Context: an optimization exercise on an open-source flow, tuned for small area. The choices shown serve that exercise and are no tape-out recipe. In this exercise RTL edits were held to simulation tests only and were not proved equivalent to the original. Power figures rest on the tool's default switching activity, not on a simulated workload.

$ cat flow/standard.sh
#!/bin/bash
# synth_recipe.tcl (not shown) runs the flow's synth.tcl, then flattens the netlist and writes it again
# the make line also repeats each setting of config.mk as NAME=value (left out here)
make -C /OpenROAD-flow-scripts/flow DESIGN_CONFIG=/design/flow/config.mk WORK_HOME=/design/flow/orfs CLKGATE_MAP_FILE= SYNTH_SCRIPT=/design/flow/synth_recipe.tcl "${@:-finish}"
$ cat flow/flow/area.abc
strash
&get -n
&st
&dch
&nf -R 1000
&put
$ cat flow/config.mk
export PLATFORM = sky130hd
export DESIGN_NAME = arm_lite_core
export DESIGN_NICKNAME = arm_lite_core
export VERILOG_FILES = /design/flow/design.v
export SDC_FILE = /design/flow/constraint.sdc
export NUM_CORES = 4
export LEC_CHECK = 0
export CAP_MARGIN = 20
export CORE_MARGIN = 2
export CORE_UTILIZATION = 40
export SLEW_MARGIN = 20
$ cat flow/constraint.sdc
create_clock -name core_clock -period 12.0 [get_ports {clk}]
set_input_delay 2.4000 -clock core_clock [delete_from_list [all_inputs] [get_ports {clk}]]
set_output_delay 2.4000 -clock core_clock [all_outputs]
set_load 0.01 [all_outputs]
$ cat flow/design.v
package arm_lite_pkg;
    localparam int XLEN       = 32;
    localparam int REG_ADDR_W = 4;
    localparam int NUM_REGS   = 16;
    localparam int COND_LSB      = 28;
    localparam int TYPE_LSB      = 26;   
    localparam int IMM_BIT       = 25;
    localparam int OPC_LSB       = 21;
    localparam int S_BIT         = 20;
    localparam int RN_LSB        = 16;
    localparam int RD_LSB        = 12;
    localparam int ROT_LSB       = 8;    
    localparam int IMM8_LSB      = 0;
    localparam int SHAMT_LSB     = 7;    
    localparam int SHIFT_LSB     = 5;
    localparam int REG_SHIFT_BIT = 4;    
    localparam int RM_LSB        = 0;
    localparam logic [3:0] COND_EQ = 4'd0;
    localparam logic [3:0] COND_NE = 4'd1;
    localparam logic [3:0] COND_CS = 4'd2;
    localparam logic [3:0] COND_CC = 4'd3;
    localparam logic [3:0] COND_MI = 4'd4;
    localparam logic [3:0] COND_PL = 4'd5;
    localparam logic [3:0] COND_VS = 4'd6;
    localparam logic [3:0] COND_VC = 4'd7;
    localparam logic [3:0] COND_HI = 4'd8;
    localparam logic [3:0] COND_LS = 4'd9;
    localparam logic [3:0] COND_GE = 4'd10;
    localparam logic [3:0] COND_LT = 4'd11;
    localparam logic [3:0] COND_GT = 4'd12;
    localparam logic [3:0] COND_LE = 4'd13;
    localparam logic [3:0] COND_AL = 4'd14;
    localparam logic [3:0] COND_NV = 4'd15;
    localparam logic [3:0] OP_AND = 4'b0000;
    localparam logic [3:0] OP_EOR = 4'b0001;
    localparam logic [3:0] OP_SUB = 4'b0010;
    localparam logic [3:0] OP_ADD = 4'b0100;
    localparam logic [3:0] OP_TST = 4'b1000;
    localparam logic [3:0] OP_CMP = 4'b1010;
    localparam logic [3:0] OP_ORR = 4'b1100;
    localparam logic [3:0] OP_MOV = 4'b1101;
    localparam logic [3:0] OP_MVN = 4'b1111;
    localparam logic [2:0] ALU_PASS_B = 3'd0;
    localparam logic [2:0] ALU_NOT_B  = 3'd1;
    localparam logic [2:0] ALU_ADD    = 3'd2;
    localparam logic [2:0] ALU_SUB    = 3'd3;
    localparam logic [2:0] ALU_AND    = 3'd4;
    localparam logic [2:0] ALU_ORR    = 3'd5;
    localparam logic [2:0] ALU_EOR    = 3'd6;
    localparam logic [1:0] SH_LSL = 2'd0;
    localparam logic [1:0] SH_LSR = 2'd1;
    localparam logic [1:0] SH_ASR = 2'd2;
    localparam logic [1:0] SH_ROR = 2'd3;
endpackage
`timescale 1ns/1ps
module ins_decoder (
    input  logic        clk,
    input  logic        i_reset_n,
    input  logic        i_ins_valid,
    input  logic [31:0] i_ins,
    output logic        o_valid,       
    output logic [3:0]  o_cond,
    output logic        o_wb_en,       
    output logic        o_set_flags,
    output logic        o_arith,       
    output logic        o_inv,         
    output logic        o_zero_a,      
    output logic        o_keep_p,      
    output logic        o_keep_g,      
    output logic [3:0]  o_rd,
    output logic [3:0]  o_rn,
    output logic        o_is_imm,
    output logic [11:0] o_op2          
);
    logic [3:0] opc;
    logic       is_dp;
    logic       known_op;
    logic       is_compare;
    assign opc   = i_ins[24:21];
    assign is_dp = (i_ins[27:26] == 2'b00) && (i_ins[25] || !i_ins[4]);
    always_comb begin
        case (opc)
            arm_lite_pkg::OP_AND, arm_lite_pkg::OP_EOR, arm_lite_pkg::OP_SUB,
            arm_lite_pkg::OP_ADD, arm_lite_pkg::OP_TST, arm_lite_pkg::OP_CMP,
            arm_lite_pkg::OP_ORR, arm_lite_pkg::OP_MOV, arm_lite_pkg::OP_MVN: known_op = 1'b1;
            default: known_op = 1'b0;
        endcase
    end
    assign is_compare = opc[3] && !opc[2] && !opc[0];   
    always_ff @(posedge clk) begin
        o_valid <= i_reset_n && i_ins_valid;
    end
    always_ff @(posedge clk) begin
        o_cond      <= i_ins[31:28];
        o_wb_en     <= is_dp && known_op && !is_compare;
        o_set_flags <= is_dp && known_op && (i_ins[20] || is_compare);
        o_arith     <= (opc[1] && !opc[0]) || (!opc[3] && opc[2]);
        o_inv       <= opc[1];
        o_zero_a    <= opc[3] && opc[2] && opc[0];
        o_keep_p    <= opc[2] || opc[1] || opc[0];
        o_keep_g    <= !opc[1] && !opc[0] && (!opc[2] || opc[3]);
        o_rd        <= i_ins[15:12];
        o_rn        <= i_ins[19:16];
        o_is_imm    <= i_ins[25];
        o_op2       <= i_ins[11:0];
    end
endmodule
`timescale 1ns/1ps
module reg_bank (
    input  logic        clk,
    input  logic [15:0] i_sel_a,
    output logic [31:0] o_rd_data_a,
    input  logic [15:0] i_sel_b,
    output logic [31:0] o_rd_data_b,
    input  logic [15:0] i_wr_en,       
    input  logic [31:0] i_wr_data
);
    logic [31:0] regs [0:15];
    always_comb begin
        o_rd_data_a = '0;
        o_rd_data_b = '0;
        for (int i = 0; i < 16; i++) begin
            o_rd_data_a = o_rd_data_a | (regs[i] & {32{i_sel_a[i]}});
            o_rd_data_b = o_rd_data_b | (regs[i] & {32{i_sel_b[i]}});
        end
    end
    for (genvar i = 0; i < 16; i++) begin : g_reg
        always_ff @(posedge clk) begin
            if (i_wr_en[i]) begin
                regs[i] <= i_wr_data;
            end
        end
    end
endmodule
`timescale 1ns/1ps
module operand2_shifter (
    input  logic        i_is_imm,
    input  logic [11:0] i_op2,      
    input  logic [31:0] i_rm_val,   
    output logic [31:0] o_value
);
    logic [31:0] x;
    logic [4:0]  shamt;
    logic [1:0]  sh;
    logic [4:0]  amt;
    logic [31:0] r;
    logic [31:0] thermo;   
    logic [31:0] mask;
    logic        left;
    logic        right;
    logic        fill;
    assign shamt = i_op2[11:7];
    assign sh    = i_op2[6:5];
    assign x     = i_rm_val | {24'd0, i_op2[7:0] & {8{i_is_imm}}};
    always_comb begin
        if (i_is_imm)                          amt = {i_op2[11:8], 1'b0};
        else if (sh == arm_lite_pkg::SH_LSL)   amt = 5'd0 - shamt;
        else                                   amt = shamt;
    end
    always_comb begin
        r = x;
        if (amt[0]) r = {r[0],    r[31:1]};
        if (amt[1]) r = {r[1:0],  r[31:2]};
        if (amt[2]) r = {r[3:0],  r[31:4]};
        if (amt[3]) r = {r[7:0],  r[31:8]};
        if (amt[4]) r = {r[15:0], r[31:16]};
    end
    assign left  = !i_is_imm && (sh == arm_lite_pkg::SH_LSL);
    assign right = !i_is_imm && (sh == arm_lite_pkg::SH_LSR || sh == arm_lite_pkg::SH_ASR);
    assign fill  = (sh == arm_lite_pkg::SH_ASR) && i_rm_val[31];
    always_comb begin
        for (int k = 0; k < 32; k++) thermo[k] = (shamt > k);
        for (int i = 0; i < 32; i++) mask[i] = (left && thermo[i]) || (right && thermo[31 - i]);
    end
    always_comb begin
        for (int i = 0; i < 32; i++) o_value[i] = mask[i] ? fill : r[i];
    end
endmodule
`timescale 1ns/1ps
module execute_stage (
    input  logic        clk,
    input  logic        i_reset_n,
    input  logic        i_valid,
    input  logic [3:0]  i_cond,
    input  logic        i_wb_en,
    input  logic        i_set_flags,
    input  logic        i_arith,
    input  logic        i_inv,
    input  logic        i_keep_p,
    input  logic        i_keep_g,
    input  logic [3:0]  i_rd,
    input  logic [31:0] i_op_a,
    input  logic [31:0] i_op_b,
    output logic        o_wr,        
    output logic [31:0] o_result,    
    output logic        o_wb_valid,
    output logic        o_wb_en,
    output logic [3:0]  o_wb_addr,
    output logic [31:0] o_wb_data,
    output logic [3:0]  o_nzcv
);
    logic [3:0]  flags_q;
    logic        fn, fz, fc, fv;
    logic        cond_ok;
    logic        do_exec;
    logic [31:0] bx, p, g;
    logic [32:0] c;
    logic        arith, keep_p, keep_g;
    assign {fn, fz, fc, fv} = flags_q;
    always_comb begin
        case (i_cond)
            arm_lite_pkg::COND_EQ: cond_ok = fz;
            arm_lite_pkg::COND_NE: cond_ok = !fz;
            arm_lite_pkg::COND_CS: cond_ok = fc;
            arm_lite_pkg::COND_CC: cond_ok = !fc;
            arm_lite_pkg::COND_MI: cond_ok = fn;
            arm_lite_pkg::COND_PL: cond_ok = !fn;
            arm_lite_pkg::COND_VS: cond_ok = fv;
            arm_lite_pkg::COND_VC: cond_ok = !fv;
            arm_lite_pkg::COND_HI: cond_ok = fc && !fz;
            arm_lite_pkg::COND_LS: cond_ok = !fc || fz;
            arm_lite_pkg::COND_GE: cond_ok = fn == fv;
            arm_lite_pkg::COND_LT: cond_ok = fn != fv;
            arm_lite_pkg::COND_GT: cond_ok = !fz && (fn == fv);
            arm_lite_pkg::COND_LE: cond_ok = fz || (fn != fv);
            arm_lite_pkg::COND_AL: cond_ok = 1'b1;
            default:               cond_ok = 1'b0;
        endcase
    end
    assign arith  = i_arith  && i_reset_n;
    assign keep_p = i_keep_p && i_reset_n;
    assign keep_g = i_keep_g && i_reset_n;
    assign bx   = i_op_b ^ {32{i_inv}};
    assign p    = i_op_a ^ bx;
    assign g    = i_op_a & bx;
    assign c[0] = i_inv;
    always_comb begin
        for (int i = 0; i < 32; i++) c[i+1] = g[i] | (p[i] & c[i]);
    end
    assign o_result = ((p & {32{keep_p}}) | (g & {32{keep_g}})) ^ (c[31:0] & {32{arith}});
    assign do_exec = i_valid && cond_ok;
    assign o_wr    = do_exec && i_wb_en;
    always_ff @(posedge clk) begin
        if (!i_reset_n) begin
            flags_q <= 4'd0;
        end else if (do_exec && i_set_flags) begin
            flags_q[3] <= o_result[31];
            flags_q[2] <= o_result == 32'd0;
            if (i_arith) begin
                flags_q[1] <= c[32];
                flags_q[0] <= c[32] ^ c[31];
            end
        end
    end
    always_ff @(posedge clk) begin
        o_wb_valid <= i_reset_n && i_valid;
        o_wb_en    <= i_reset_n && o_wr;
        o_wb_addr  <= i_rd;
        o_wb_data  <= o_result;
    end
    assign o_nzcv = flags_q;
endmodule
`timescale 1ns/1ps
module arm_lite_core (
    input  logic        clk,
    input  logic        i_reset_n,
    input  logic        i_ins_valid,
    input  logic [31:0] i_ins,
    output logic        o_wb_valid,
    output logic        o_wb_en,
    output logic [3:0]  o_wb_addr,
    output logic [31:0] o_wb_data,
    output logic [3:0]  o_nzcv
);
    logic        dec_valid;
    logic [3:0]  dec_cond;
    logic        dec_wb_en;
    logic        dec_set_flags;
    logic        dec_arith;
    logic        dec_inv;
    logic        dec_zero_a;
    logic        dec_keep_p;
    logic        dec_keep_g;
    logic [3:0]  dec_rd;
    logic [3:0]  dec_rn;
    logic        dec_is_imm;
    logic [11:0] dec_op2;
    logic [15:0] sel_a;
    logic [15:0] sel_b;
    logic [15:0] wr_en;
    logic [31:0] op_a;
    logic [31:0] rm_val;
    logic [31:0] op_b;
    logic        ex_wr;
    logic [31:0] result;
    ins_decoder u_ins_decoder (
        .clk         (clk),
        .i_reset_n   (i_reset_n),
        .i_ins_valid (i_ins_valid),
        .i_ins       (i_ins),
        .o_valid     (dec_valid),
        .o_cond      (dec_cond),
        .o_wb_en     (dec_wb_en),
        .o_set_flags (dec_set_flags),
        .o_arith     (dec_arith),
        .o_inv       (dec_inv),
        .o_zero_a    (dec_zero_a),
        .o_keep_p    (dec_keep_p),
        .o_keep_g    (dec_keep_g),
        .o_rd        (dec_rd),
        .o_rn        (dec_rn),
        .o_is_imm    (dec_is_imm),
        .o_op2       (dec_op2)
    );
    always_comb begin
        for (int i = 0; i < 16; i++) begin
            sel_a[i] = (dec_rn == 4'(i)) && !dec_zero_a;
            sel_b[i] = (dec_op2[3:0] == 4'(i)) && !dec_is_imm;
            wr_en[i] = ((dec_rd == 4'(i)) && ex_wr) || !i_reset_n;
        end
    end
    reg_bank u_reg_bank (
        .clk         (clk),
        .i_sel_a     (sel_a),
        .o_rd_data_a (op_a),
        .i_sel_b     (sel_b),
        .o_rd_data_b (rm_val),
        .i_wr_en     (wr_en),
        .i_wr_data   (result)
    );
    operand2_shifter u_operand2_shifter (
        .i_is_imm (dec_is_imm),
        .i_op2    (dec_op2),
        .i_rm_val (rm_val),
        .o_value  (op_b)
    );
    execute_stage u_execute_stage (
        .clk         (clk),
        .i_reset_n   (i_reset_n),
        .i_valid     (dec_valid),
        .i_cond      (dec_cond),
        .i_wb_en     (dec_wb_en),
        .i_set_flags (dec_set_flags),
        .i_arith     (dec_arith),
        .i_inv       (dec_inv),
        .i_keep_p    (dec_keep_p),
        .i_keep_g    (dec_keep_g),
        .i_rd        (dec_rd),
        .i_op_a      (op_a),
        .i_op_b      (op_b),
        .o_wr        (ex_wr),
        .o_result    (result),
        .o_wb_valid  (o_wb_valid),
        .o_wb_en     (o_wb_en),
        .o_wb_addr   (o_wb_addr),
        .o_wb_data   (o_wb_data),
        .o_nzcv      (o_nzcv)
    );
endmodule
$ cat flow/flow/run.sh
#!/bin/bash
# Own layout flow: the standard synthesis with an area-oriented ABC mapping script, then the
# standard ORFS layout with leaner port buffers and clock tree. Each tool's output goes to a log here.
set -euo pipefail
W=$(pwd)
F=$W/flow

# synthesis: synth_recipe.tcl unchanged, except that ABC gets flow/area.abc as its script
cat > "$W/synth_area.tcl" <<EOT
proc abc {args} {
  set i [lsearch -exact \$args -script]
  if {\$i >= 0} { set args [lreplace \$args \$i [expr {\$i + 1}] -script $F/area.abc] }
  yosys abc {*}\$args
}
source $W/synth_recipe.tcl
EOT
sed "s#SYNTH_SCRIPT=[^ ]*#SYNTH_SCRIPT=$W/synth_area.tcl#" standard.sh > "$W/area_standard.sh"

bash "$W/area_standard.sh" synth > "$W/synth.log" 2>&1

bash "$W/area_standard.sh" \
  "BUFFER_PORTS_ARGS=-buffer_cell sky130_fd_sc_hd__buf_1" \
  "CTS_ARGS=-sink_clustering_enable -repair_clock_nets -dont_use_dummy_load" \
  finish > "$W/layout.log" 2>&1
==> out/metrics.cfg, run 1 <==
[global_route]
grt_pass1_vias = 20558
gr-usage-met2_pct = 44.8
grt_antenna_before_repair = 2
grt_pass1_wl_microns = 141000
top_usage_layer = met2
grt_start_max_net_pins = 35
grtUsageMet3_pct = 7.49
overflow = 0
track_usage_pct = 28.3
grtUsageMet1_pct = 36.1

[route]
wl_per_cell_microns = 33.6
num_vias = 21068
post_drt_via_cell_ratio = 7.03
drcViolationCount = 0
postRouteAntennaNets = 0
drt_iter0_markers = 4111
finalWirelength_microns = 101000
firstDrtPassIters = 12

[synthesis]
synth_top_area_share_pct = 57.5
syn_nets = 1955
yosys.area_share.simple_pct = 7.35
synthTopCellsByArea = edfxtp_1, dfxtp_1, a222oi_1
synth-edff-count = 512
syn_area_per_cell_sq_um = 14.2
yosys.area_share.adder_pct = 1.78
synth_top_family_by_area = compound AO/OA/AOI/OAI gates
synth_xor_area_share_pct = 2.26
ys_ff_latch = 587
synthArstFlopShare_pct = 0
postSynthCellCount = 1882
synth_area_sq_um = 26700
ys.flop_type = edfxtp_1
yosys.area.top_type = edfxtp_1
yosysWarnings = 6
synth_compound_area_share_pct = 18.6
seq_area_frac_synth_pct = 63.2
synth_mux_area_share_pct = 6.61
yosysUniqueCellTypes = 46

[place]
place_ws_ns = 0.492
io_buffers = 76
placed_cells = 2929
gp_congestion = 0.915
dp_hpwl_microns = 59900

[timing]
tns_ns = 0
slew_headroom_pct = 20.4
worst_slack_ns = 0.578
tightest_slew_ns = 1.19
clock_skew_ns = 0.0581
period_minus_slack_ns = 11.42
hold_ws_ns = 0.465
drv_slew = 0
finalHoldViolCount = 0
fmax_ghz = 0.0875
post-route-period-util_pct = 95.2
setup_viol = 0

[floorplan]
rows = 94
start_util_pct = 40.5
core-area_sq_um = 66000
die_x_microns = 262
dieHeight_microns = 262
dieArea_sq_um = 68900
ios = 77

[cts]
cts_setup_buffers = 0
clock-sinks = 587
cts_hold_buffers = 0
cts.clk_slew.worst_paths_ns = 0.06
htreeDepth = 3
cts_buffers = 66
clock-root-buffer = clkbuf_16
clockBufferDepth = 3
clock_latency_ns = 0.63
tritoncts = built

[pwr]
cellLeakagePower_uw = 0.0111
vdd_drop_max_mv = 0.0836
power.density_nw_per_um2 = 205

[hold_path]
hp-class = reg -> reg

[critical_path]
crit_type = reg -> reg
critPathMaxStageDelay_ns = 0.44
crit_fanout = 19
worst-path-buf-inv = 3
cp_top_family = compound AO/OA/AOI/OAI gates
cp_data_required_time_ns = 12.52
path_common_cell = a21o_1
cp-end-kind = register
worstPathArrival_ns = 11.94
worstSetupStartpointType = register
crit_path_top_delay_cell = dfxtp_1

[cells_and_area]
layout_commonest_cell = edfxtp_1
nNetsFinal = 2208
diodes = 0
layoutNonFillerInstCount = 2997
most-common-layout-cells = edfxtp_1, nand2_1, a222oi_1
area_delta_synth_final_pct = 16.4
drive_gt1_share_pct = 11.8

[run]
maxCapViolations = 0

[outcome]
run_status = timing/DRC/antenna clean

metal layers:
| metal | wire (microns) | part of all wire [%] | vias up |
|---|---|---|---|
| met5 | 68 | 0.068 | - |
| met4 | 5020 | 5.0 | 4 |
| met3 | 12500 | 12 | 360 |
| met2 | 45700 | 45 | 1630 |
| met1 | 37400 | 37 | 10423 |
| li1 | - | - | 8651 |
logic make-up after synthesis:
kind of cell / after synthesis
DFF: 587
adders and majority gates: 38
and+or+nand+nor: 409
muxes: 173
AOI/OAI and AO/OA: 593
buffers and inverters: 13
xor gates and xnor gates: 69
cell usage after synthesis (4+ instances only):
master	n
ha_1	38
a221oi_1	44
o21ai_0	28
xnor2_1	6
o41ai_1	6
dfxtp_1	75
nor4_1	10
o31ai_1	9
nand3_1	39
and2_0	8
and4_1	8
a21oi_1	46
a31oi_1	4
a21o_1	31
a222oi_1	148
nand4_1	39
a221o_1	102
a22oi_1	107
nand2_1	174
and3_1	21
a22o_1	34
nor2_1	51
buf_4	4
mux2i_1	145
xor2_1	63
edfxtp_1	512
clkinv_1	9
nor2b_1	8
nand2b_1	14
o22ai_1	23
or2_0	13
mux2_1	28
nor3_1	13
area by class of cell:
cell class | instances | area (sq um)
Fill cell | 5714 | 34900
Clock buffer | 66 | 1650
Multi-Input combinational cell | 1284 | 10300
Sequential cell | 587 | 16900
Timing Repair Buffer | 187 | 1130
Inverter | 9 | 33.8
Tap cell | 864 | 1080
registers in the layout, summed over array words and instances (netlist names):
register	count
u_ins_decoder.o_zero_a	1
u_execute_stage.o_wb_addr	4
u_execute_stage.o_wb_en	1
u_ins_decoder.o_inv	1
u_ins_decoder.o_wb_en	1
u_reg_bank.regs	512
u_execute_stage.o_wb_valid	1
u_execute_stage.flags_q	4
u_ins_decoder.o_keep_g	1
u_ins_decoder.o_rd	4
u_ins_decoder.o_valid	1
u_ins_decoder.o_rn	4
u_ins_decoder.o_is_imm	1
u_ins_decoder.o_arith	1
u_execute_stage.o_wb_data	32
u_ins_decoder.o_op2	12
u_ins_decoder.o_cond	4
u_ins_decoder.o_keep_p	1
u_ins_decoder.o_set_flags	1
final timing paths:
check | from | end | slack, ns | depth (start not counted)
worst min register to register | u_ins_decoder.o_rd[2]$_DFF_P_ | u_execute_stage.o_wb_addr[2]$_DFF_P_ | 0.46 | 0
worst max-delay path | u_ins_decoder.o_op2[0]$_DFF_P_ | u_execute_stage.flags_q[2]$_SDFFE_PN0P_ | 0.58 | 58
worst min-delay path | u_ins_decoder.o_rd[2]$_DFF_P_ | u_execute_stage.o_wb_addr[2]$_DFF_P_ | 0.46 | 0
worst max register to register | u_ins_decoder.o_op2[0]$_DFF_P_ | u_execute_stage.flags_q[2]$_SDFFE_PN0P_ | 0.58 | 58
timing repair:
action,in CTS,in global routing
endpoints found under the setup margin,0,1
hold endpoints to repair,0,0
gates resized for setup,0,11
through the flow:
| stage | total power, uW | utilization [%] | cell area [sq um] |
|---|---|---|---|
| global route | 6620 | 47.1 | 31100 |
| CTS | 6360 | 47.0 | 31000 |
| floorplan | 4030 | - | 26700 |
| global placement | 4610 | 44.5 | 29300 |
| finish | 6380 | 47.1 | 31100 |
| detailed placement | 4650 | 44.5 | 29400 |
report_power, final:
part	switching, uW	internal [uW]	total [uW]
combinational	911	443	1350
clock	746	963	1710
sequential	297	3020	3320
total	1950	4430	6380
==> inputs of run 2 (changes only) <==
==> flow/run.sh (new file) <==
#!/bin/bash
# synth_recipe.tcl (not shown) runs the flow's synth.tcl, then flattens the netlist and writes it again
# the make line also repeats each setting of config.mk as NAME=value (left out here)
make -C /OpenROAD-flow-scripts/flow DESIGN_CONFIG=/design/flow/config.mk WORK_HOME=/design/flow/orfs CLKGATE_MAP_FILE= SYNTH_SCRIPT=/design/flow/synth_recipe.tcl finish
--- a/flow/config.mk
+++ b/flow/config.mk
@@ -5,6 +5,7 @@
 export SDC_FILE = /design/flow/constraint.sdc
 export NUM_CORES = 4
 export LEC_CHECK = 0
+export ABC_AREA = 1
 export CAP_MARGIN = 20
 export CORE_MARGIN = 2
 export CORE_UTILIZATION = 40
removed: flow/flow/run.sh
removed: flow/flow/area.abc
removed: flow/standard.sh
==> run 2 against run 1 <==
Sequential power decreased by 3%. Non-clock buffer count down 14. Fmax is 17% higher. Largest cell class unchanged. Cell area is 11% higher. Flip-flop and latch count unchanged. Die area rose by 11%. Core utilization is 0.73 points lower. Critical path depth up 21. Critical path type unchanged. Still clean on timing, DRC and antenna. Worst hold slack worse by 0.079 ns.
==> out/metrics.cfg, run 2 <==
[outcome]
run_status = timing/DRC/antenna clean

[global_route]
grt_antenna_before_repair = 4
grt_start_max_net_pins = 73
grt_pass1_vias = 24547
grt_pass1_wl_microns = 173000
overflow = 0
track_usage_pct = 31.5

[timing]
post-route-period-util_pct = 81.5
setup_viol = 0
fmax_ghz = 0.102
finalHoldViolCount = 0
period_minus_slack_ns = 9.78
worst_slack_ns = 2.22
clock_skew_ns = 0.0325
drv_slew = 0
tns_ns = 0
slew_headroom_pct = 21.3
rsz0062_at_grt = no
tightest_slew_ns = 1.18

[cts]
clock-sinks = 587
clock-root-buffer = clkbuf_16
tritoncts = built
cts_buffers = 68
ctsResizeCount = 0
cts.clk_slew.worst_paths_ns = 0.06
htreeDepth = 3
cts_hold_buffers = 0
cts_setup_buffers = 0
clockBufferDepth = 3
clock_latency_ns = 0.63

[route]
post_drt_via_cell_ratio = 6.03
postRouteAntennaNets = 0
firstDrtPassIters = 6
drt_iter0_markers = 4074
num_vias = 26463
drcViolationCount = 0
wl_per_cell_microns = 28.1
finalWirelength_microns = 123000

[cells_and_area]
layout_commonest_cell = nand2_1
final_core_util_pct = 46.4
final.fill_count = 7044
seqCellArea_sq_um = 16900
area_delta_synth_final_pct = 15.4
nNetsFinal = 3437
top_regs = u_reg_bank.regs x512, u_execute_stage.o_wb_data x32, u_ins_decoder.o_op2 x12
top_register = u_reg_bank.regs
design_area_sq_um = 34400
drive_gt1_share_pct = 8.40
multi_input_area_sq_um = 11900
most-common-layout-cells = nand2_1, edfxtp_1, nand3_1
largest_reg_flops = 512

[floorplan]
ios = 77
dieHeight_microns = 277
dieArea_sq_um = 76700
core-area_sq_um = 74100
die_x_microns = 277
rows = 100
start_util_pct = 40.2

[critical_path]
crit_path_top_delay_cell = clkinv_1
path_common_cell = nand2_1
crit_type = reg -> reg
worstSetupStartpointType = register
cp-end-kind = register
worst-path-buf-inv = 3
worstPathArrival_ns = 10.33
cp_top_family = simple AND/OR/NAND/NOR gates
crit_fanout = 35
cp_data_required_time_ns = 12.55
critPathMaxStageDelay_ns = 0.86

[synthesis]
syn_nets = 3369
synth_commonest_cells = nand2_1, edfxtp_1, nand3_1
ys_ff_latch = 587
yosysWarnings = 6
synth-edff-count = 512
syn_area_per_cell_sq_um = 9.04
synthTopCellsByArea = edfxtp_1, nand2_1, dfxtp_1
synth_area_sq_um = 29800
yosysUniqueCellTypes = 49
yosys.area.top_type = edfxtp_1
synth_top_area_share_pct = 51.6
ys.flop_type = edfxtp_1
synthArstFlopShare_pct = 0
yosysMostFrequentCell = nand2_1
postSynthCellCount = 3296
seq_area_frac_synth_pct = 56.6

[place]
dpl_cell_area_sq_um = 32200
place_ws_ns = 2.50
gp_congestion = 1.03
dp_hpwl_microns = 79000
io_buffers = 76

[hold_path]
hp-class = reg -> reg

[pwr]
vdd_drop_max_mv = 0.148
cellLeakagePower_uw = 0.0137
power.density_nw_per_um2 = 192

[run]
maxCapViolations = 0

==> run 2: cells by family after synthesis <==
family / share of synthesized area (%)
muxes: 0.134
buffers and inverters: 4.91
DFF: 56.6
xor gates and xnor gates: 1.85
adders and majority gates: 1.60
AOI/OAI and AO/OA: 10.2
and+or+nand+nor: 24.7
==> run 2: area by class of cell <==
class | count | area share, %
repair buffers | 173 | 4.40
flip-flops and latches | 587 | 49.1
multi-input cells | 2348 | 34.6
clock inverters | 35 | 0.917
inverters | 186 | 2.03
clock buffers | 89 | 5.39
well taps | 969 | 3.53
diodes | 5 | 0.0364
==> run 2: final timing paths <==
| kind | start | to | slack (ns) | cells after the start |
|---|---|---|---|---|
| max | u_ins_decoder.o_is_imm$_DFF_P_ | u_execute_stage.flags_q[2]$_SDFFE_PN0P_ | 2.22 | 79 |
| min | u_ins_decoder.o_rd[2]$_DFF_P_ | u_execute_stage.o_wb_addr[2]$_DFF_P_ | 0.39 | 0 |
| max reg2reg | u_ins_decoder.o_is_imm$_DFF_P_ | u_execute_stage.flags_q[2]$_SDFFE_PN0P_ | 2.22 | 79 |
| min reg2reg | u_ins_decoder.o_rd[2]$_DFF_P_ | u_execute_stage.o_wb_addr[2]$_DFF_P_ | 0.39 | 0 |
==> run 2: routing by layer <==
metal  vias to the layer above  share of wire [%]  global-route usage [%]
met3                       406                 12                    6.93
met5                         -                  0                       0
met2                      1789                 44                    49.1
met1                     12663                 38                    41.0
met4                         0                6.3                    17.3
li1                      11605                  -                       -
==> run 2: where the power goes <==
| part | switching (uW) | internal, uW | leakage, uW |
|---|---|---|---|
| clock network | 872 | 1180 | 0.00106 |
| logic | 957 | 400 | 0.00678 |
| registers | 266 | 2940 | 0.00583 |
==> run 2: per-stage QoR <==
stage | hold WS [ns] | instances | total power, uW
3_3_place_gp | 0.378 | 4263 | 4550
5_1_grt | 0.399 | 4389 | 6850
6_report | 0.386 | 4392 | 6620
3_5_place_dp | 0.384 | 4263 | 4550
4_1_cts | 0.388 | 4387 | 6580
2_1_floorplan | 0.364 | 3296 | 3870
==> inputs of run 3 (changes only) <==
--- a/flow/design.v
+++ b/flow/design.v
@@ -58,10 +58,10 @@
     input  logic        i_reset_n,
     input  logic        i_ins_valid,
     input  logic [31:0] i_ins,
+    input  logic [3:0]  i_nzcv_next,   
     output logic        o_valid,       
-    output logic [3:0]  o_cond,
-    output logic        o_wb_en,       
-    output logic        o_set_flags,
+    output logic        o_write,       
+    output logic        o_set_flags,   
     output logic        o_arith,       
     output logic        o_inv,         
     output logic        o_zero_a,      
@@ -76,6 +76,30 @@
     logic       is_dp;
     logic       known_op;
     logic       is_compare;
+    logic       cond_ok;
+    logic       go;
+    logic       fn, fz, fc, fv;
+    assign {fn, fz, fc, fv} = i_nzcv_next;
+    always_comb begin
+        case (i_ins[31:28])
+            arm_lite_pkg::COND_EQ: cond_ok = fz;
+            arm_lite_pkg::COND_NE: cond_ok = !fz;
+            arm_lite_pkg::COND_CS: cond_ok = fc;
+            arm_lite_pkg::COND_CC: cond_ok = !fc;
+            arm_lite_pkg::COND_MI: cond_ok = fn;
+            arm_lite_pkg::COND_PL: cond_ok = !fn;
+            arm_lite_pkg::COND_VS: cond_ok = fv;
+            arm_lite_pkg::COND_VC: cond_ok = !fv;
+            arm_lite_pkg::COND_HI: cond_ok = fc && !fz;
+            arm_lite_pkg::COND_LS: cond_ok = !fc || fz;
+            arm_lite_pkg::COND_GE: cond_ok = fn == fv;
+            arm_lite_pkg::COND_LT: cond_ok = fn != fv;
+            arm_lite_pkg::COND_GT: cond_ok = !fz && (fn == fv);
+            arm_lite_pkg::COND_LE: cond_ok = fz || (fn != fv);
+            arm_lite_pkg::COND_AL: cond_ok = 1'b1;
+            default:               cond_ok = 1'b0;   
+        endcase
+    end
     assign opc   = i_ins[24:21];
     assign is_dp = (i_ins[27:26] == 2'b00) && (i_ins[25] || !i_ins[4]);
     always_comb begin
@@ -87,13 +111,13 @@
         endcase
     end
     assign is_compare = opc[3] && !opc[2] && !opc[0];   
+    assign go         = i_reset_n && i_ins_valid && cond_ok && is_dp && known_op;
     always_ff @(posedge clk) begin
-        o_valid <= i_reset_n && i_ins_valid;
+        o_valid     <= i_reset_n && i_ins_valid;
+        o_write     <= go && !is_compare;
+        o_set_flags <= go && (i_ins[20] || is_compare);
     end
     always_ff @(posedge clk) begin
-        o_cond      <= i_ins[31:28];
-        o_wb_en     <= is_dp && known_op && !is_compare;
-        o_set_flags <= is_dp && known_op && (i_ins[20] || is_compare);
         o_arith     <= (opc[1] && !opc[0]) || (!opc[3] && opc[2]);
         o_inv       <= opc[1];
         o_zero_a    <= opc[3] && opc[2] && opc[0];
@@ -181,8 +205,7 @@
     input  logic        clk,
     input  logic        i_reset_n,
     input  logic        i_valid,
-    input  logic [3:0]  i_cond,
-    input  logic        i_wb_en,
+    input  logic        i_write,
     input  logic        i_set_flags,
     input  logic        i_arith,
     input  logic        i_inv,
@@ -191,8 +214,8 @@
     input  logic [3:0]  i_rd,
     input  logic [31:0] i_op_a,
     input  logic [31:0] i_op_b,
-    output logic        o_wr,        
-    output logic [31:0] o_result,    
+    output logic [31:0] o_result,      
+    output logic [3:0]  o_nzcv_next,   
     output logic        o_wb_valid,
     output logic        o_wb_en,
     output logic [3:0]  o_wb_addr,
@@ -200,61 +223,50 @@
     output logic [3:0]  o_nzcv
 );
     logic [3:0]  flags_q;
-    logic        fn, fz, fc, fv;
-    logic        cond_ok;
-    logic        do_exec;
     logic [31:0] bx, p, g;
     logic [32:0] c;
     logic        arith, keep_p, keep_g;
-    assign {fn, fz, fc, fv} = flags_q;
-    always_comb begin
-        case (i_cond)
-            arm_lite_pkg::COND_EQ: cond_ok = fz;
-            arm_lite_pkg::COND_NE: cond_ok = !fz;
-            arm_lite_pkg::COND_CS: cond_ok = fc;
-            arm_lite_pkg::COND_CC: cond_ok = !fc;
-            arm_lite_pkg::COND_MI: cond_ok = fn;
-            arm_lite_pkg::COND_PL: cond_ok = !fn;
-            arm_lite_pkg::COND_VS: cond_ok = fv;
-            arm_lite_pkg::COND_VC: cond_ok = !fv;
-            arm_lite_pkg::COND_HI: cond_ok = fc && !fz;
-            arm_lite_pkg::COND_LS: cond_ok = !fc || fz;
-            arm_lite_pkg::COND_GE: cond_ok = fn == fv;
-            arm_lite_pkg::COND_LT: cond_ok = fn != fv;
-            arm_lite_pkg::COND_GT: cond_ok = !fz && (fn == fv);
-            arm_lite_pkg::COND_LE: cond_ok = fz || (fn != fv);
-            arm_lite_pkg::COND_AL: cond_ok = 1'b1;
-            default:               cond_ok = 1'b0;
-        endcase
-    end
     assign arith  = i_arith  && i_reset_n;
     assign keep_p = i_keep_p && i_reset_n;
     assign keep_g = i_keep_g && i_reset_n;
     assign bx   = i_op_b ^ {32{i_inv}};
     assign p    = i_op_a ^ bx;
     assign g    = i_op_a & bx;
-    assign c[0] = i_inv;
+    logic [7:0] bg, bp;
     always_comb begin
-        for (int i = 0; i < 32; i++) c[i+1] = g[i] | (p[i] & c[i]);
+        for (int j = 0; j < 8; j++) begin
+            bg[j] = g[4*j+3] | (p[4*j+3] & g[4*j+2]) | (p[4*j+3] & p[4*j+2] & g[4*j+1]) |
+                    (p[4*j+3] & p[4*j+2] & p[4*j+1] & g[4*j]);
+            bp[j] = &p[4*j +: 4];
+        end
+        c[0] = i_inv;
+        for (int j = 0; j < 8; j++) begin
+            for (int k = 0; k < 3; k++) c[4*j+k+1] = g[4*j+k] | (p[4*j+k] & c[4*j+k]);
+            c[4*j+4] = bg[j] | (bp[j] & c[4*j]);
+        end
     end
     assign o_result = ((p & {32{keep_p}}) | (g & {32{keep_g}})) ^ (c[31:0] & {32{arith}});
-    assign do_exec = i_valid && cond_ok;
-    assign o_wr    = do_exec && i_wb_en;
+    always_comb begin
+        o_nzcv_next = flags_q;
+        if (i_set_flags) begin
+            o_nzcv_next[3] = o_result[31];
+            o_nzcv_next[2] = o_result == 32'd0;
+            if (i_arith) begin
+                o_nzcv_next[1] = c[32];
+                o_nzcv_next[0] = c[32] ^ c[31];
+            end
+        end
+    end
     always_ff @(posedge clk) begin
         if (!i_reset_n) begin
             flags_q <= 4'd0;
-        end else if (do_exec && i_set_flags) begin
-            flags_q[3] <= o_result[31];
-            flags_q[2] <= o_result == 32'd0;
-            if (i_arith) begin
-                flags_q[1] <= c[32];
-                flags_q[0] <= c[32] ^ c[31];
-            end
+        end else begin
+            flags_q <= o_nzcv_next;
         end
     end
     always_ff @(posedge clk) begin
         o_wb_valid <= i_reset_n && i_valid;
-        o_wb_en    <= i_reset_n && o_wr;
+        o_wb_en    <= i_reset_n && i_write;
         o_wb_addr  <= i_rd;
         o_wb_data  <= o_result;
     end
@@ -273,8 +285,7 @@
     output logic [3:0]  o_nzcv
 );
     logic        dec_valid;
-    logic [3:0]  dec_cond;
-    logic        dec_wb_en;
+    logic        dec_write;
     logic        dec_set_flags;
     logic        dec_arith;
     logic        dec_inv;
@@ -291,16 +302,16 @@
     logic [31:0] op_a;
     logic [31:0] rm_val;
     logic [31:0] op_b;
-    logic        ex_wr;
+    logic [3:0]  nzcv_next;
     logic [31:0] result;
     ins_decoder u_ins_decoder (
         .clk         (clk),
         .i_reset_n   (i_reset_n),
         .i_ins_valid (i_ins_valid),
         .i_ins       (i_ins),
+        .i_nzcv_next (nzcv_next),
         .o_valid     (dec_valid),
-        .o_cond      (dec_cond),
-        .o_wb_en     (dec_wb_en),
+        .o_write     (dec_write),
         .o_set_flags (dec_set_flags),
         .o_arith     (dec_arith),
         .o_inv       (dec_inv),
@@ -316,7 +327,7 @@
         for (int i = 0; i < 16; i++) begin
             sel_a[i] = (dec_rn == 4'(i)) && !dec_zero_a;
             sel_b[i] = (dec_op2[3:0] == 4'(i)) && !dec_is_imm;
-            wr_en[i] = ((dec_rd == 4'(i)) && ex_wr) || !i_reset_n;
+            wr_en[i] = ((dec_rd == 4'(i)) && dec_write) || !i_reset_n;
         end
     end
     reg_bank u_reg_bank (
@@ -338,8 +349,7 @@
         .clk         (clk),
         .i_reset_n   (i_reset_n),
         .i_valid     (dec_valid),
-        .i_cond      (dec_cond),
-        .i_wb_en     (dec_wb_en),
+        .i_write     (dec_write),
         .i_set_flags (dec_set_flags),
         .i_arith     (dec_arith),
         .i_inv       (dec_inv),
@@ -348,8 +358,8 @@
         .i_rd        (dec_rd),
         .i_op_a      (op_a),
         .i_op_b      (op_b),
-        .o_wr        (ex_wr),
         .o_result    (result),
+        .o_nzcv_next (nzcv_next),
         .o_wb_valid  (o_wb_valid),
         .o_wb_en     (o_wb_en),
         .o_wb_addr   (o_wb_addr),
==> flow/flow/run.sh (new file) <==
#!/bin/bash
# Own layout flow: the standard synthesis with an area-oriented ABC mapping script, then the
# standard ORFS layout with leaner port buffers and clock tree. Each tool's output goes to a log here.
set -euo pipefail
W=$(pwd)
F=$W/flow

# synthesis: synth_recipe.tcl unchanged, except that ABC gets flow/area.abc as its script
cat > "$W/synth_area.tcl" <<EOT
proc abc {args} {
  set i [lsearch -exact \$args -script]
  if {\$i >= 0} { set args [lreplace \$args \$i [expr {\$i + 1}] -script $F/area.abc] }
  yosys abc {*}\$args
}
source $W/synth_recipe.tcl
EOT
sed "s#SYNTH_SCRIPT=[^ ]*#SYNTH_SCRIPT=$W/synth_area.tcl#" standard.sh > "$W/area_standard.sh"

bash "$W/area_standard.sh" synth > "$W/synth.log" 2>&1

CTS_ARGS=${X_CTS_ARGS:-"-sink_clustering_enable -repair_clock_nets -dont_use_dummy_load -buf_list sky130_fd_sc_hd__clkbuf_8 -sink_clustering_size 18 -sink_clustering_max_diameter 70"}
bash "$W/area_standard.sh" \
  "BUFFER_PORTS_ARGS=-buffer_cell sky130_fd_sc_hd__buf_1" \
  "CTS_ARGS=$CTS_ARGS" \
  ${X_EXTRA:-} \
  ${X_TARGET:-finish} > "$W/layout.log" 2>&1
==> flow/flow/area.abc (new file) <==
strash
&get -n
&st
&dch
&nf -R 1000 -p
&put
mfs2
strash
&get -n
&dch
&nf -R 1000 -p
&put
mfs2
strash
&get -n
&dch
&nf -R 1000 -p
&put
mfs2
strash
&get -n
&dch
&nf -R 1000 -p
&put
mfs2
strash
&get -n
&dch
&nf -R 1000 -p
&put
==> flow/standard.sh (new file) <==
#!/bin/bash
# synth_recipe.tcl (not shown) runs the flow's synth.tcl, then flattens the netlist and writes it again
# the make line also repeats each setting of config.mk as NAME=value (left out here)
make -C /OpenROAD-flow-scripts/flow DESIGN_CONFIG=/design/flow/config.mk WORK_HOME=/design/flow/orfs CLKGATE_MAP_FILE= SYNTH_SCRIPT=/design/flow/synth_recipe.tcl "${@:-finish}"
==> flow/config.mk (replaced) <==
export PLATFORM = sky130hd
export DESIGN_NAME = arm_lite_core
export DESIGN_NICKNAME = arm_lite_core
export VERILOG_FILES = /design/flow/design.v
export SDC_FILE = /design/flow/constraint.sdc
export NUM_CORES = 4
export LEC_CHECK = 0
export CAP_MARGIN = 5
export CORE_MARGIN = 2
export CORE_UTILIZATION = 50
export SLEW_MARGIN = 5
removed: flow/run.sh
==> run 3 against run 2 <==
Flip-flop and latch count decreased by 4. Cell count decreased by 38%. Clock power decreased by 56%. Area after synthesis decreased by 13%. Core utilization rose by 9.9 points. Clock skew up 0.063 ns.
==> out/metrics.cfg, run 3 <==
[place]
dpl_cell_area_sq_um = 28300
gp_congestion = 0.987
io_buffers = 76
placed_cells = 2680
dp_hpwl_microns = 58600

[route]
wl_per_cell_microns = 37.3
drt_iter0_markers = 5688
postRouteAntennaNets = 0
finalWirelength_microns = 102000
post_drt_via_cell_ratio = 7.73
num_vias = 21054
firstDrtPassIters = 14
drcViolationCount = 0

[synthesis]
syn_area_per_cell_sq_um = 14.2
synth-edff-count = 512
yosysUniqueCellTypes = 41
postSynthCellCount = 1832
synth_top_area_share_pct = 59.0
synthArstFlopShare_pct = 0
synth_area_sq_um = 26100
yosysMostFrequentCell = edfxtp_1
syn_nets = 1905
yosys.area.top_type = edfxtp_1
yosysWarnings = 6
ys.flop_type = edfxtp_1
synth_commonest_cells = edfxtp_1, a222oi_1, nor2_1
seq_area_frac_synth_pct = 64.4
synthTopCellsByArea = edfxtp_1, a222oi_1, dfxtp_1
ys_ff_latch = 583

[floorplan]
start_util_pct = 50.7
ios = 77
dieHeight_microns = 232
die_x_microns = 232
core-area_sq_um = 51400
dieArea_sq_um = 54000
rows = 83

[timing]
finalHoldViolCount = 0
hold_ws_ns = 0.400
drv_slew = 0
tns_ns = 0
slew_headroom_pct = 14.1
rsz0062_at_grt = no
clock_skew_ns = 0.0953
setup_viol = 0
tightest_slew_ns = 1.28
post-route-period-util_pct = 87.8
period_minus_slack_ns = 10.53
fmax_ghz = 0.0950

[pwr]
vdd_drop_max_mv = 0.119
power.density_nw_per_um2 = 192
cellLeakagePower_uw = 0.00985

[critical_path]
crit_path_top_delay_cell = nor2_4
cp-end-kind = register
crit_path_start = u_ins_decoder.o_is_imm$_DFF_P_
worstPathArrival_ns = 11.12
ff2ff_setup_slack_ns = 1.47
crit_type = reg -> reg
worstSetupStartpointType = register
cp_data_required_time_ns = 12.59
path_common_cell = a21oi_1
r2r_cells = 48
critPathMaxStageDelay_ns = 0.85
timing.rr.end = u_ins_decoder.o_set_flags$_DFF_P_
r2r_start = u_ins_decoder.o_is_imm$_DFF_P_
crit_path_end = u_ins_decoder.o_set_flags$_DFF_P_
crit_fanout = 20

[cells_and_area]
nNetsFinal = 2117
top_register = u_reg_bank.regs
largest_reg_flops = 512
top_regs = u_reg_bank.regs x512, u_execute_stage.o_wb_data x32, u_ins_decoder.o_op2 x12
layout_commonest_cell = edfxtp_1
most-common-layout-cells = edfxtp_1, a222oi_1, a22oi_1
design_area_sq_um = 28900
final.fill_count = 4154
drive_gt1_share_pct = 9.40
area_delta_synth_final_pct = 11.0
layoutNonFillerInstCount = 2724

[cts]
clock-root-buffer = clkbuf_8
clock_latency_ns = 0.68
clockBufferDepth = 3
cts_setup_buffers = 0
clock-sinks = 583
tritoncts = built
cts.clk_slew.worst_paths_ns = 0.12
htreeDepth = 2
cts_hold_buffers = 0
ctsResizeCount = 0
cts_buffers = 41

[global_route]
grt_pass1_wl_microns = 144000
track_usage_pct = 37.5
grt_antenna_before_repair = 2
grt_start_max_net_pins = 33
overflow = 0
grt_pass1_vias = 20414

[hold_path]
hp-class = reg -> reg

[run]
maxCapViolations = 0

[outcome]
run_status = timing/DRC/antenna clean

run 3: cell types whose count changed in the layout (fill, tap and decap cells not counted), sizes merged, moves of 34 or more:
cell,before,now
a221oi,82,48
a222oi,0,254
a22oi,18,119
buf,98,168
clkbuf,89,42
clkdlybuf4s50,75,0
inv,189,0
mux2i,4,97
nand2,1141,56
nand3,301,100
nand4,74,13
nor2,234,123
nor3,4,44
o21ai,191,39
run 3: per-layer routing:
layer | wire (microns) | global-route usage (%) | part of all wire [%]
met1 | 37000 | 50.8 | 36
met2 | 44500 | 56.7 | 44
met3 | 14400 | 9.70 | 14
met4 | 5580 | 17.4 | 5.5
met5 | 0 | 0 | 0
run 3: how the worst min path moves through the flow:
stage                                        startpoint                              endpoint  slack (ns)  cells after the start
after floorplan           u_ins_decoder.o_rd[2]$_DFF_P_  u_execute_stage.o_wb_addr[2]$_DFF_P_        0.37                      0
after global placement    u_ins_decoder.o_rd[2]$_DFF_P_  u_execute_stage.o_wb_addr[2]$_DFF_P_        0.39                      0
after detailed placement  u_ins_decoder.o_rd[3]$_DFF_P_  u_execute_stage.o_wb_addr[3]$_DFF_P_        0.38                      0
after CTS                 u_ins_decoder.o_rd[3]$_DFF_P_  u_execute_stage.o_wb_addr[3]$_DFF_P_        0.40                      0
after global routing      u_ins_decoder.o_rd[3]$_DFF_P_  u_execute_stage.o_wb_addr[3]$_DFF_P_        0.41                      0
final                     u_ins_decoder.o_rd[3]$_DFF_P_  u_execute_stage.o_wb_addr[3]$_DFF_P_        0.40                      0
run 3: layout make-up:
cell class,instances,area [sq um],share of cell area (%)
Antenna cell,2,5.00,0.0173
Multi-Input combinational cell,1233,9670,33.4
Tap cell,680,851,2.94
Sequential cell,583,16800,58.0
Timing Repair Buffer,169,985,3.40
Inverter,16,60.1,0.208
Clock buffer,41,564,1.95
run 3: cells by family after synthesis:
logic type | synth area share [%]
compound gates | 18.6
flops | 64.4
simple gates | 7.43
mux | 5.11
xor+xnor | 2.35
fa+ha+maj | 1.82
buf+inv | 0.230
run 3: metrics by stage:
step	worst slack (ns)	power, uW	util (%)
2_1_floorplan	1.33	4020	-
3_3_place_gp	1.98	4620	55.1
3_5_place_dp	1.77	4640	55.1
4_1_cts	1.69	5520	56.2
5_1_grt	0.704	5770	56.3
6_report	1.47	5570	56.3
run 3: report_power, final:
group          switching (uW)  internal [uW]  leakage, uW
clock network             600            307     0.000295
logic                     900            413      0.00375
registers                 329           3020      0.00580
total                    1830           3740      0.00985
run 3: critical path: cells and delay by family, from the launching register on:
kind,cells,cell delay (ns)
compound gates,28,4.86
xor+xnor,2,0.33
fa+ha+maj,1,0.33
buf+inv,2,0.63
flops,1,0.53
mux,4,0.91
simple gates,11,2.86
==> inputs of run 4 (changes only) <==
--- a/flow/flow/run.sh
+++ b/flow/flow/run.sh
@@ -18,7 +18,7 @@
 
 bash "$W/area_standard.sh" synth > "$W/synth.log" 2>&1
 
-CTS_ARGS=${X_CTS_ARGS:-"-sink_clustering_enable -repair_clock_nets -dont_use_dummy_load -buf_list sky130_fd_sc_hd__clkbuf_8 -sink_clustering_size 18 -sink_clustering_max_diameter 70"}
+CTS_ARGS=${X_CTS_ARGS:-"-sink_clustering_enable -repair_clock_nets -dont_use_dummy_load -buf_list sky130_fd_sc_hd__clkbuf_8 -sink_clustering_size 16 -sink_clustering_max_diameter 60"}
 bash "$W/area_standard.sh" \
   "BUFFER_PORTS_ARGS=-buffer_cell sky130_fd_sc_hd__buf_1" \
   "CTS_ARGS=$CTS_ARGS" \
--- a/flow/config.mk
+++ b/flow/config.mk
@@ -5,7 +5,7 @@
 export SDC_FILE = /design/flow/constraint.sdc
 export NUM_CORES = 4
 export LEC_CHECK = 0
-export CAP_MARGIN = 5
+export CAP_MARGIN = 0
 export CORE_MARGIN = 2
 export CORE_UTILIZATION = 50
-export SLEW_MARGIN = 5
+export SLEW_MARGIN = 0
==> run 4 against run 3 <==
Largest cell class unchanged. Still clean. Critical endpoint unchanged. Cell area increased by 0.22%. Setup slack improved by 0.037 ns. First-iteration DRC count is 2.6% lower. Via count increased by 0.65%. Largest power group unchanged.
==> out/metrics.cfg, run 4 <==
[cells_and_area]
nNetsFinal = 2122
largest_reg_flops = 512
most-common-layout-cells = edfxtp_1, a222oi_1, a22oi_1
drive_gt1_share_pct = 9.57
area_delta_synth_final_pct = 11.3
top_register = u_reg_bank.regs
layout_commonest_cell = edfxtp_1
top_regs = u_reg_bank.regs x512, u_execute_stage.o_wb_data x32, u_ins_decoder.o_op2 x12
layoutNonFillerInstCount = 2728
final_core_util_pct = 56.4

[floorplan]
dieHeight_microns = 232
dieArea_sq_um = 54000
start_util_pct = 50.7
ios = 77
die_x_microns = 232
rows = 83
core-area_sq_um = 51400

[timing]
tightest_slew_ns = 1.32
period_minus_slack_ns = 10.49
clock_skew_ns = 0.0981
finalHoldViolCount = 0
rsz0062_at_grt = no
worst_slack_ns = 1.51
slew_headroom_pct = 11.7
drv_slew = 0
tns_ns = 0
fmax_ghz = 0.0953
setup_viol = 0
post-route-period-util_pct = 87.5

[synthesis]
yosysWarnings = 6
yosysMostFrequentCell = edfxtp_1
synth_area_sq_um = 26100
yosysUniqueCellTypes = 41
synthTopCellsByArea = edfxtp_1, a222oi_1, dfxtp_1
ys_ff_latch = 583
ys.flop_type = edfxtp_1
synth-edff-count = 512
synth_top_area_share_pct = 59.0
synthArstFlopShare_pct = 0
syn_area_per_cell_sq_um = 14.2
syn_nets = 1905
synth_commonest_cells = edfxtp_1, a222oi_1, nor2_1
yosys.area.top_type = edfxtp_1
seq_area_frac_synth_pct = 64.4
postSynthCellCount = 1832

[cts]
clock-sinks = 583
ctsResizeCount = 0
clockBufferDepth = 3
tritoncts = built
cts_buffers = 47
clock_latency_ns = 0.71
clock-root-buffer = clkbuf_8
cts.clk_slew.worst_paths_ns = 0.09
cts_hold_buffers = 0
htreeDepth = 2
cts_setup_buffers = 0

[hold_path]
hp-class = reg -> reg
hold_depth = 0

[pwr]
cellLeakagePower_uw = 0.00988
p_total_uw = 5620
vdd_drop_max_mv = 0.119
power.density_nw_per_um2 = 194

[critical_path]
crit_path_top_delay_cell = dfxtp_1
cp-end-kind = register
r2r_cells = 48
crit_fanout = 19
path_common_cell = a21oi_1
worstPathArrival_ns = 11.10
crit_type = reg -> reg
worstSetupStartpointType = register
critPathMaxStageDelay_ns = 0.75
cp_data_required_time_ns = 12.61

[place]
dp_hpwl_microns = 58600
io_buffers = 76
gp_congestion = 0.987
placed_cells = 2680
place_ws_ns = 1.77

[global_route]
grt_antenna_before_repair = 1
grt_pass1_vias = 20451
grtUsageMet3_pct = 9.54
grt_start_max_net_pins = 33
grtUsageMet1_pct = 50.6
grt_pass1_wl_microns = 144000
overflow = 0
track_usage_pct = 37.6
gr-usage-met2_pct = 56.8
top_usage_layer = met2

[route]
num_vias = 21190
wl_per_cell_microns = 37.3
drcViolationCount = 0
firstDrtPassIters = 10
finalWirelength_microns = 102000
postRouteAntennaNets = 0
post_drt_via_cell_ratio = 7.77
drt_iter0_markers = 5539

[run]
maxCapViolations = 0

[outcome]
run_status = timing/DRC/antenna clean

run 4: cell counts after synthesis:
No cell type changed its count.
run 4: worst max-delay path, delay by kind of cell (launching register included):
family | cells | cell delay (ns)
AO/OA/AOI/OAI | 28 | 5.61
AND/OR/NAND/NOR | 11 | 2.02
multiplexers | 4 | 0.94
flip-flops | 1 | 0.75
buffers and inverters | 2 | 0.50
adder cells (fa/ha/maj) | 1 | 0.33
XOR/XNOR | 2 | 0.29
run 4: through the flow:
stage / hold slack (ns) / area (sq um)
5_1_grt: 0.413 / 29000
2_1_floorplan: 0.372 / 26100
3_5_place_dp: 0.383 / 28300
4_1_cts: 0.402 / 29000
3_3_place_gp: 0.389 / 28300
6_report: 0.400 / 29000
run 4: layer usage:
layer / vias up / routed length (microns) / part of all wire [%]
met4: 0 / 5820 / 5.7
li1: 8497 / - / -
met1: 10216 / 37000 / 36
met2: 2053 / 44600 / 44
met3: 424 / 14400 / 14
met5: - / 0 / 0
run 4: power breakdown:
| group | internal [uW] | switching, uW | total [uW] |
|---|---|---|---|
| sequential | 3020 | 329 | 3350 |
| combinational | 410 | 899 | 1310 |
| clock | 349 | 616 | 965 |
| total | 3780 | 1840 | 5620 |
run 4: logic make-up (layout without fill, tap and decap cells):
logic type	count (synthesis)	count (layout)	synth area share [%]
AOI/OAI and AO/OA	593	593	18.6
DFF	583	583	64.4
and+or+nand+nor	403	403	7.43
muxes	129	129	5.11
xor gates and xnor gates	70	70	2.35
adders and majority gates	38	38	1.82
buffers and inverters	16	231	0.230
other	0	1	0
run 4: final timing paths:
check / from / endpoint / slack [ns]
worst max register to register: u_ins_decoder.o_is_imm$_DFF_P_ / u_ins_decoder.o_set_flags$_DFF_P_ / 1.51
worst min-delay path: u_ins_decoder.o_rd[3]$_DFF_P_ / u_execute_stage.o_wb_addr[3]$_DFF_P_ / 0.40
worst min register to register: u_ins_decoder.o_rd[3]$_DFF_P_ / u_execute_stage.o_wb_addr[3]$_DFF_P_ / 0.40
worst max-delay path: u_ins_decoder.o_is_imm$_DFF_P_ / u_ins_decoder.o_set_flags$_DFF_P_ / 1.51
run 4: area by class of cell:
type,count,area [sq um]
clock buffers,47,647
fillers,4176,22400
repair buffers,168,977
flip-flops and latches,583,16800
diodes,1,2.50
well taps,680,851
multi-input cells,1233,9670
inverters,16,60.1
==> inputs of run 5 (changes only) <==
--- a/flow/flow/run.sh
+++ b/flow/flow/run.sh
@@ -22,5 +22,6 @@
 bash "$W/area_standard.sh" \
   "BUFFER_PORTS_ARGS=-buffer_cell sky130_fd_sc_hd__buf_1" \
   "CTS_ARGS=$CTS_ARGS" \
+  "POST_RESIZE_TCL=$F/downsize.tcl" \
   ${X_EXTRA:-} \
   ${X_TARGET:-finish} > "$W/layout.log" 2>&1
==> flow/flow/downsize.tcl (new file) <==
# Downsize gates that repair left larger than their loads need: try each smaller drive of the
# same cell, keep it only if slews stay under 80% of the library limit, no slew or capacitance
# violation appears and setup slack stays above a margin.
proc ds_pin_slew {pin} {
  set s 0
  foreach pr {slew_max_rise slew_max_fall} {
    set v [get_property $pin $pr]
    if {$v > $s} {set s $v}
  }
  return $s
}
proc ds_ok {inst} {
  foreach out [get_pins -of_objects $inst -filter "direction==output"] {
    set net [get_nets -of_objects $out]
    if {$net == ""} continue
    foreach p [concat [list $out] [get_pins -of_objects $net -filter "direction==input"]] {
      if {[ds_pin_slew $p] > 1.2} {return 0}
    }
  }
  foreach in [get_pins -of_objects $inst -filter "direction==input"] {
    if {[ds_pin_slew $in] > 1.2} {return 0}
  }
  return 1
}
set ds_slack_min 0.8e-9
estimate_parasitics -placement
set ds_a0 [rsz::design_area]
set ds_sv [sta::max_slew_violation_count]
set ds_cv [sta::max_capacitance_violation_count]
set ds_kept 0
set cands {}
foreach inst [get_cells *] {
  set m [get_property $inst ref_name]
  if {[regexp {^(sky130_fd_sc_hd__[a-z0-9]+)_([0-9]+)$} $m -> base sz] && $sz > 1} {
    if {[string match "*dfx*" $base] || [string match "*edf*" $base] || [string match "*clkbuf*" $base] || [string match "*tap*" $base] || [string match "*conb*" $base]} continue
    lappend cands [list $inst $base $sz $m]
  }
}
puts "downsize: [llength $cands] candidates, area $ds_a0, slack [sta::worst_slack_cmd max]"
foreach c $cands {
  lassign $c inst base sz m
  foreach s {0 1 2 4} {
    if {$s >= $sz} break
    set lc [get_lib_cells -quiet */${base}_$s]
    if {$lc == ""} continue
    if {[lsearch -exact $::env(DONT_USE_CELLS) ${base}_$s] >= 0} continue
    replace_cell $inst $lc
    estimate_parasitics -placement
    if {[ds_ok $inst] && [sta::max_slew_violation_count] <= $ds_sv && [sta::max_capacitance_violation_count] <= $ds_cv && [sta::worst_slack_cmd max] >= $ds_slack_min} {
      incr ds_kept
      break
    }
    replace_cell $inst [get_lib_cells */$m]
  }
}
estimate_parasitics -placement
puts "downsize: kept $ds_kept, area [rsz::design_area] (was $ds_a0), slack [sta::worst_slack_cmd max], slew viol [sta::max_slew_violation_count], cap viol [sta::max_capacitance_violation_count]"
--- a/flow/config.mk
+++ b/flow/config.mk
@@ -5,7 +5,7 @@
 export SDC_FILE = /design/flow/constraint.sdc
 export NUM_CORES = 4
 export LEC_CHECK = 0
-export CAP_MARGIN = 0
+export CAP_MARGIN = 5
 export CORE_MARGIN = 2
 export CORE_UTILIZATION = 50
-export SLEW_MARGIN = 0
+export SLEW_MARGIN = 5
==> run 5 against run 4 <==
Largest power group unchanged. Largest cell class unchanged. Sequential power barely moved. Critical endpoint unchanged. Sequential share of layout area rose by 1.2 points. Global-route usage fell by 0.25 points. Clock-buffer cell count did not move. Via count rose by 0.50%.
==> out/metrics.cfg, run 5 <==
[critical_path]
crit_path_top_delay_cell = nor2_2
cp-end-kind = register
ff2ff_setup_slack_ns = 0.71
cp_data_required_time_ns = 12.54
crit_type = reg -> reg
path_common_cell = a21oi_1
timing.rr.end = u_ins_decoder.o_set_flags$_DFF_P_
r2r_cells = 46
worstSetupStartpointType = register
critPathMaxStageDelay_ns = 1.12
crit_fanout = 19
r2r_start = u_ins_decoder.o_is_imm$_DFF_P_
worstPathArrival_ns = 11.83

[run]
maxCapViolations = 0

[global_route]
overflow = 0
grt_antenna_before_repair = 0
grt_start_max_net_pins = 33
grt_pass1_vias = 20471
grt_pass1_wl_microns = 143000
track_usage_pct = 37.3

[synthesis]
yosysUniqueCellTypes = 41
seq_area_frac_synth_pct = 64.4
synthArstFlopShare_pct = 0
ys_ff_latch = 583
yosysWarnings = 6
syn_area_per_cell_sq_um = 14.2
yosys.area.top_type = edfxtp_1
synth_top_area_share_pct = 59.0
synthTopCellsByArea = edfxtp_1, a222oi_1, dfxtp_1
synth_area_sq_um = 26100
syn_nets = 1905
yosysMostFrequentCell = edfxtp_1
synth-edff-count = 512
synth_commonest_cells = edfxtp_1, a222oi_1, nor2_1
ys.flop_type = edfxtp_1
postSynthCellCount = 1832

[place]
io_buffers = 76
dp_hpwl_microns = 58500
gp_congestion = 0.987

[floorplan]
dieArea_sq_um = 54000
core-area_sq_um = 51400
ios = 77
start_util_pct = 50.7
rows = 83
die_x_microns = 232
dieHeight_microns = 232

[cts]
cts_buffers = 47
tritoncts = built
cts.clk_slew.worst_paths_ns = 0.10
htreeDepth = 2
clock-sinks = 583
cts_setup_buffers = 0
clockBufferDepth = 3
cts_hold_buffers = 0
clock_latency_ns = 0.70
ctsResizeCount = 0
clock-root-buffer = clkbuf_8

[timing]
post-route-period-util_pct = 94.1
slew_headroom_pct = 7.24
finalHoldViolCount = 0
rsz0062_at_grt = no
period_minus_slack_ns = 11.29
clock_skew_ns = 0.107
tns_ns = 0
drv_slew = 0
hold_ws_ns = 0.396
tightest_slew_ns = 1.39
fmax_ghz = 0.0886
setup_viol = 0

[route]
post_drt_via_cell_ratio = 7.80
postRouteAntennaNets = 0
num_vias = 21297
firstDrtPassIters = 13
drcViolationCount = 0
finalWirelength_microns = 102000
drt_iter0_markers = 5333
wl_per_cell_microns = 37.3

[cells_and_area]
top_register = u_reg_bank.regs
largest_reg_flops = 512
area_delta_synth_final_pct = 9.08
layout_commonest_cell = edfxtp_1
top_regs = u_reg_bank.regs x512, u_execute_stage.o_wb_data x32, u_ins_decoder.o_op2 x12
drive_gt1_share_pct = 6.10
most-common-layout-cells = edfxtp_1, a222oi_1, a22oi_1
final_core_util_pct = 55.3
nNetsFinal = 2123

[hold_path]
holdPathEnd = u_execute_stage.o_wb_addr[3]$_DFF_P_
hold_depth = 0
hp-class = reg -> reg
min_from = u_ins_decoder.o_rd[3]$_DFF_P_

[outcome]
run_status = timing/DRC/antenna clean

[pwr]
power.density_nw_per_um2 = 197
cellLeakagePower_uw = 0.00967
vdd_drop_max_mv = 0.112

-- run 5: cell counts after synthesis --
Identical to the previous run, type by type.
-- run 5: critical path, delay by kind of cell, from the launching register on --
kind | cells | cell delay [ns]
buffers and inverters | 3 | 1.39
adders and majority gates | 1 | 0.34
AOI/OAI and AO/OA | 23 | 4.35
muxes | 5 | 1.32
and+or+nand+nor | 11 | 2.69
DFF | 1 | 0.52
xor gates and xnor gates | 3 | 0.51
-- run 5: per-layer routing --
metal / wire [microns] / share of wire, % / GRT usage (%) / up-vias
met5: 0 / 0 / 0 / -
li1: - / - / - / 8494
met4: 6260 / 6.2 / 19.0 / 0
met2: 43800 / 43 / 56.0 / 2132
met3: 15000 / 15 / 9.41 / 450
met1: 36800 / 36 / 50.3 / 10221
-- run 5: logic make-up (layout without fill, tap and decap cells) --
family / count (synthesis) / in the layout / synth area share, %
AOI/OAI and AO/OA: 593 / 593 / 18.6
xor gates and xnor gates: 70 / 70 / 2.35
adders and majority gates: 38 / 38 / 1.82
buffers and inverters: 16 / 232 / 0.230
DFF: 583 / 583 / 64.4
muxes: 129 / 129 / 5.11
other: 0 / 1 / 0
and+or+nand+nor: 403 / 403 / 7.43
-- run 5: final cells by class --
class	instances	area, sq um
Fill cell	4272	23000
Sequential cell	583	16800
Multi-Input combinational cell	1233	9320
Tap cell	680	851
Timing Repair Buffer	169	751
Clock buffer	47	647
Inverter	16	60.1
Antenna cell	1	2.50
-- run 5: per-stage QoR --
step | total power (uW) | setup WS (ns) | area [sq um] | instances
finish | 5590 | 0.710 | 28400 | 2729
global route | 5800 | 0.0100 | 28400 | 2728
CTS | 5540 | 1.12 | 28400 | 2727
detailed placement | 4600 | 1.19 | 27800 | 2680
global placement | 4620 | 1.98 | 28300 | 2680
floorplan | 4020 | 1.33 | 26100 | 1832
-- run 5: where the power goes --
part | leakage [uW] | internal (uW) | switching [uW]
Combinational | 0.00353 | 372 | 898
Sequential | 0.00580 | 3030 | 329
Clock | 0.000338 | 350 | 617
Total | 0.00967 | 3750 | 1840
-- run 5: worst max path at each step --
| stage | startpoint | end | slack [ns] | cells past startpoint |
|---|---|---|---|---|
| floorplan | u_ins_decoder.o_is_imm$_DFF_P_ | u_ins_decoder.o_set_flags$_DFF_P_ | 1.33 | 38 |
| global route | u_ins_decoder.o_is_imm$_DFF_P_ | u_ins_decoder.o_set_flags$_DFF_P_ | 0.01 | 49 |
| CTS | u_ins_decoder.o_is_imm$_DFF_P_ | u_ins_decoder.o_set_flags$_DFF_P_ | 1.12 | 49 |
| finish | u_ins_decoder.o_is_imm$_DFF_P_ | u_ins_decoder.o_set_flags$_DFF_P_ | 0.71 | 46 |
| detailed placement | u_ins_decoder.o_is_imm$_DFF_P_ | u_ins_decoder.o_set_flags$_DFF_P_ | 1.19 | 49 |
| global placement | u_ins_decoder.o_is_imm$_DFF_P_ | u_ins_decoder.o_set_flags$_DFF_P_ | 1.98 | 48 |

separate check: timing with driven ports:
In the flow no input, the clock included, has a driving cell. The finished layouts below were timed again as built, in two steps.
Step 1: set_driving_cell puts a clkbuf_16 on clk and a buf_2 on each other input, an assumption about the parent block.
Step 2 adds t to the input delays and takes it off the output delays; t is the mean of the earliest and latest rising clock arrival at the registers after step 1. Input paths then give back, and output paths get back, about the clock's delay inside the block.
Three values: ideal ports, drivers, drivers and shift; two values: the first two.
run	t, ns	setup WS [ns]	worst hold slack (ns)	clock arrival spread, ns
run 1	0.659	0.578 / 0.578 / 0.578	0.465 / 0.465 / 0.465	0.058 / 0.058
run 2	0.681	2.216 / 2.216 / 2.216	0.386 / 0.386 / 0.386	0.032 / 0.033
run 3	0.692	1.468 / 1.468 / 1.468	0.400 / 0.400 / 0.400	0.095 / 0.095
run 4	0.715	1.505 / 1.505 / 1.505	0.400 / 0.400 / 0.400	0.098 / 0.098
run 5	0.701	0.710 / 0.710 / 0.710	0.396 / 0.396 / 0.396	0.107 / 0.107
After both steps every run listed still meets setup and hold.
